Source: an optimization exercise on an open RTL-to-GDS flow (aim: small area, a short achievable clock period and few clock cycles per item). Production flows keep margins and buffers that such runs may drop.
No activity file was given, so power comes from the tool's default toggle rates.

== v6 ==
// bson_field_locator
module bson_field_locator (
  input  logic                 clk,
  input  logic                 rst,
  input  logic                 in_valid,
  output logic                 in_ready,
  input  logic [7:0]           doc_byte,
  input  logic                 doc_last,
  output logic                 out_valid,
  input  logic                 out_ready,
  output logic [1:0]           status,
  output logic [bfl_pkg::OUT_OFS_W-1:0] element_offset,
  output logic [7:0]           element_type,
  output logic [bfl_pkg::OUT_OFS_W-1:0] value_offset,
  input  logic                 cfg_valid,
  output logic                 cfg_ready,
  input  logic [1:0]           cfg_index,
  input  logic [63:0]          cfg_data
);
  localparam logic [2:0] S_HEADER = 3'd0;
  localparam logic [2:0] S_TYPE   = 3'd1;
  localparam logic [2:0] S_NAME   = 3'd2;
  localparam logic [2:0] S_LENGTH = 3'd3;
  localparam logic [2:0] S_SKIP   = 3'd4;
  localparam logic [2:0] S_REGEX1 = 3'd5;
  localparam logic [2:0] S_REGEX2 = 3'd6;
  localparam logic [2:0] S_IDLE   = 3'd7;
  logic [63:0] name_lo, name_hi;
  logic        lo_set, hi_set;
  logic [4:0]  len_eff;             
  logic [7:0]  cur;
  logic        zero_byte, last, v_r;
  logic [2:0]  phase, phase_next;
  logic [4:0]  cnt;                 
  logic        mism;                
  logic [7:0]  tgt_r;               
  logic [31:0] skip;                
  logic [23:0] pos;                 
  logic [23:0] estart;              
  logic [7:0]  etype;               
  logic [1:0]  st;
  logic        in_rdy;
  logic        in_fire, proc, emit, emit_fire, clear_res, ov_next;
  logic [1:0]  emit_status;
  logic        at_len, name_match;
  logic [7:0]  tgt_next;
  logic        t_zero, t_fixed, t_len, t_regex;
  logic [3:0]  t_size;
  logic        a_p1, a_p12, a_m4;   
  assign in_ready  = in_rdy;
  assign cfg_ready = 1'b1;
  assign in_fire   = in_valid && in_rdy;
  always_ff @(posedge clk) begin
    if (cfg_valid && !rst && cfg_index == bfl_pkg::REG_NAME_LOW)  name_lo <= cfg_data;
    if (cfg_valid && !rst && cfg_index == bfl_pkg::REG_NAME_HIGH) name_hi <= cfg_data;
  end
  always_ff @(posedge clk) begin
    if (rst) begin
      lo_set  <= 1'b0;
  ...
export LEC_CHECK = 0
export CAP_MARGIN = 20
export CORE_MARGIN = 2
export CORE_UTILIZATION = 40
export SLEW_MARGIN = 20
create_clock -name core_clock -period 5.0 [get_ports {clk}]
standard.sh (not shown) runs the stock make flow with config.mk's settings and CLKGATE_MAP_FILE= SYNTH_SCRIPT=/design/flow/synth_recipe.tcl, a recipe that flattens the netlist after the stock synthesis.
==> flow/flow/run.sh <==
#!/bin/bash
# The standard layout (the standard.sh: its synthesis, floorplan, placement, CTS and routing
# unchanged), with the port buffers that global placement inserts made buf_1 cells instead of the
# default delay-buffer cells. Every input and output port still gets its own buffer.
set -euo pipefail
bash standard.sh "BUFFER_PORTS_ARGS=-buffer_cell sky130_fd_sc_hd__buf_1" finish > standard_make.log 2>&1
## Diff of input files: v7 against v6
==> flow/run.sh (new file) <==
#!/bin/bash
# synth_recipe.tcl (not shown) runs the flow's synth.tcl, then flattens the netlist and writes it again
# the make line also repeats each setting of config.mk as NAME=value (left out here)
make -C /OpenROAD-flow-scripts/flow DESIGN_CONFIG=/design/flow/config.mk WORK_HOME=/design/flow/orfs CLKGATE_MAP_FILE= SYNTH_SCRIPT=/design/flow/synth_recipe.tcl finish
removed: flow/flow/run.sh
removed: flow/standard.sh
==> comparison <==
Compared v6 against v7; fraction of final layout cells sized beyond drive strength 1 within noise. v7: critical path depth is 1 lower than what v6 reported. v7 — delay of the slowest cell on the worst path 0.22 ns lower, v6 as reference. Compared v6 against v7; clock latency of the later-clocked register in the worst-skew pair within noise. Power in combinational cells in v7 is about 23% above v6. Re post-cts hold buffer count: no difference whatsoever between v7 and v6. v7 against v6: final net count roughly the same; effective utilization at floorplan roughly the same. v7 — fraction of met3 tracks used by global routing 0.78 points lower, v6 as reference. Final clock period utilization by the worst path in v7 vs v6: down 3.3 points. Via count of the first global-routing pass: higher on v7.
No functional check of the RTL was part of any run of this note.


## run a
Starting RTL as in the previous note.
clock: 5.0 ns
lec_check: 0
abc_clock_period_in_ps: 2000
cap_margin: 20
core_margin: 2
core_utilization: 40
setup_slack_margin: 2.6
slew_margin: 20
run.sh (not shown) runs the stock make flow with config.mk's settings and CLKGATE_MAP_FILE= SYNTH_SCRIPT=/design/flow/synth_recipe.tcl, a recipe that flattens the netlist after the stock synthesis.
Stock flow here: none of the scripts above is used.
### run a -> run b
Settings: clearing ABC_CLOCK_PERIOD_IN_PS, which used to be 2000.
==> comparison <==
Reported for run b and run a, number of resized instances in the post-cts repair step turned out identical to the last digit.
Run a -> run b: initial antenna violation count delta 0, exact match
Comparing run b against run a, there is no change at all in met1 routed wirelength after detailed routing.
Comparing run b with run a, the clock network latency to the later pin of the worst-skew pair came out essentially unchanged.
Sum of routed wire length over all layers: run a vs run b identical
As far as fill cell total of the finished layout goes, run b and run a are indistinguishable; the numbers are identical.
The proportion of layout cells with a drive suffix above 1 on run a is in line with that on run b.
No functional check of the RTL was part of any run of this note.


Setup of run 1:
bson_field_locator, a different RTL version from the one above (not shown whole).
Size: ~1200 cells after synthesis, ~230 flip-flops, about 140 I/O pins, ~0.011 mm² of cells after synthesis.
clock: 5.0 ns
lec_check: 0
abc_area: 1
cap_margin: 20
core_margin: 2
core_utilization: 40
cts_cluster_diameter: 80
cts_cluster_size: 30
setup_slack_margin: 2.76
slew_margin: 20
standard.sh (not shown) runs the stock make flow with config.mk's settings and CLKGATE_MAP_FILE= SYNTH_SCRIPT=/design/flow/synth_recipe.tcl, a recipe that flattens the netlist after the stock synthesis.
==> flow/flow/run.sh <==
#!/bin/bash
# The standard layout (the standard.sh: its synthesis, floorplan, placement, CTS and routing
# unchanged), with the port buffers that global placement inserts made buf_1 cells instead of the
# default delay-buffer cells. Every input and output port still gets its own buffer.
set -euo pipefail
bash standard.sh "BUFFER_PORTS_ARGS=-buffer_cell sky130_fd_sc_hd__buf_1" finish > standard_make.log 2>&1
No stage failed in run 1, and the final checks on the layout all came back clean.
What run 2 does differently from run 1 at the input level:
Settings: swapping 2.76 for 2.8 in SETUP_SLACK_MARGIN; putting TNS_END_PERCENT at 10 where nothing was set.
Notes after the runs:
- From run 1 to run 2 the numbers moved as follows: post-layout instance count excluding filler cells shrank by 1.4%, post-CTS setup buffer count lost 9.
- The higher number of global-route vias before repair came out of run 2.
- Run 2 ends up with a number of clock buffers in the layout that is 4 higher than in run 1.
- For run 1, the last element of the critical path was value_offset[0], unlike run 2, where it was element_type[0].
- Compared with run 1, run 2 shows a lower combinational-cell power consumption.
- Summary of run 2 over run 1: non-clock buffering overhead in the final layout dropped 1.1 points, critical path data arrival time went up by 50 ps.
Here is what was changed in the inputs of run 3 compared with run 2.
Settings: clearing TNS_END_PERCENT, which used to be 10; swapping 2.8 for 2.7 in SETUP_SLACK_MARGIN.
--- outcome ---
- Clock network fraction of total power was lower in run 2 than in run 3.
- Maximum net fanout on the critical path delta for run 3 relative to run 2: 3 lower
- Against run 2, run 3 comes in 110 µW higher on total power.
- Between run 2 and run 3, the difference in design area is negligible.
- Run 2 has a higher first-pass GRT wire length than run 3.
No functional check of the RTL was part of any run of this note.

-- afterwards: timing with drivers on the ports --
The results above use ideal ports. As a check the final layouts listed here were re-extracted and re-timed, cells and wires unchanged.
Step 1 (the two cells are an assumption about what drives the block):
set clk [get_ports {clk}]
set_driving_cell -lib_cell sky130_fd_sc_hd__clkbuf_16 $clk
set_driving_cell -lib_cell sky130_fd_sc_hd__buf_2 [delete_from_list [all_inputs] $clk]
Step 2 also shifts input and output timing later by t, the mid clock arrival at the registers, as if the neighbouring blocks saw the same clock.
Three values: no drivers, after step 1, after step 2; two values: the first two.
run | t (ns) | setup slack, ns | clock arrival spread, ns | worst data-port slew with drivers (ns) | cell pins on the clock port's net
v6 | 0.581 | 1.287 / 1.287 / 1.287 | 0.008 / 0.009 | 0.07 | 1
v7 | 0.590 | 1.453 / 1.453 / 1.453 | 0.009 / 0.010 | 0.06 | 1
run a | 0.591 | 2.293 / 2.293 / 2.181 | 0.025 / 0.025 | 0.05 | 1
run b | 0.591 | 2.293 / 2.293 / 2.181 | 0.025 / 0.025 | 0.05 | 1
run 1 | 0.546 | 2.743 / 2.694 / 2.365 | 0.042 / 0.042 | 0.06 | 1
run 2 | 0.545 | 2.689 / 2.643 / 2.429 | 0.052 / 0.051 | 0.07 | 1
run 3 | 0.546 | 2.701 / 2.653 / 2.321 | 0.029 / 0.029 | 0.06 | 1
After both steps every run listed still meets setup and hold. The setup slack of run 3, which loses most, moves by -0.048 ns with the drivers and by -0.380 ns with both steps.
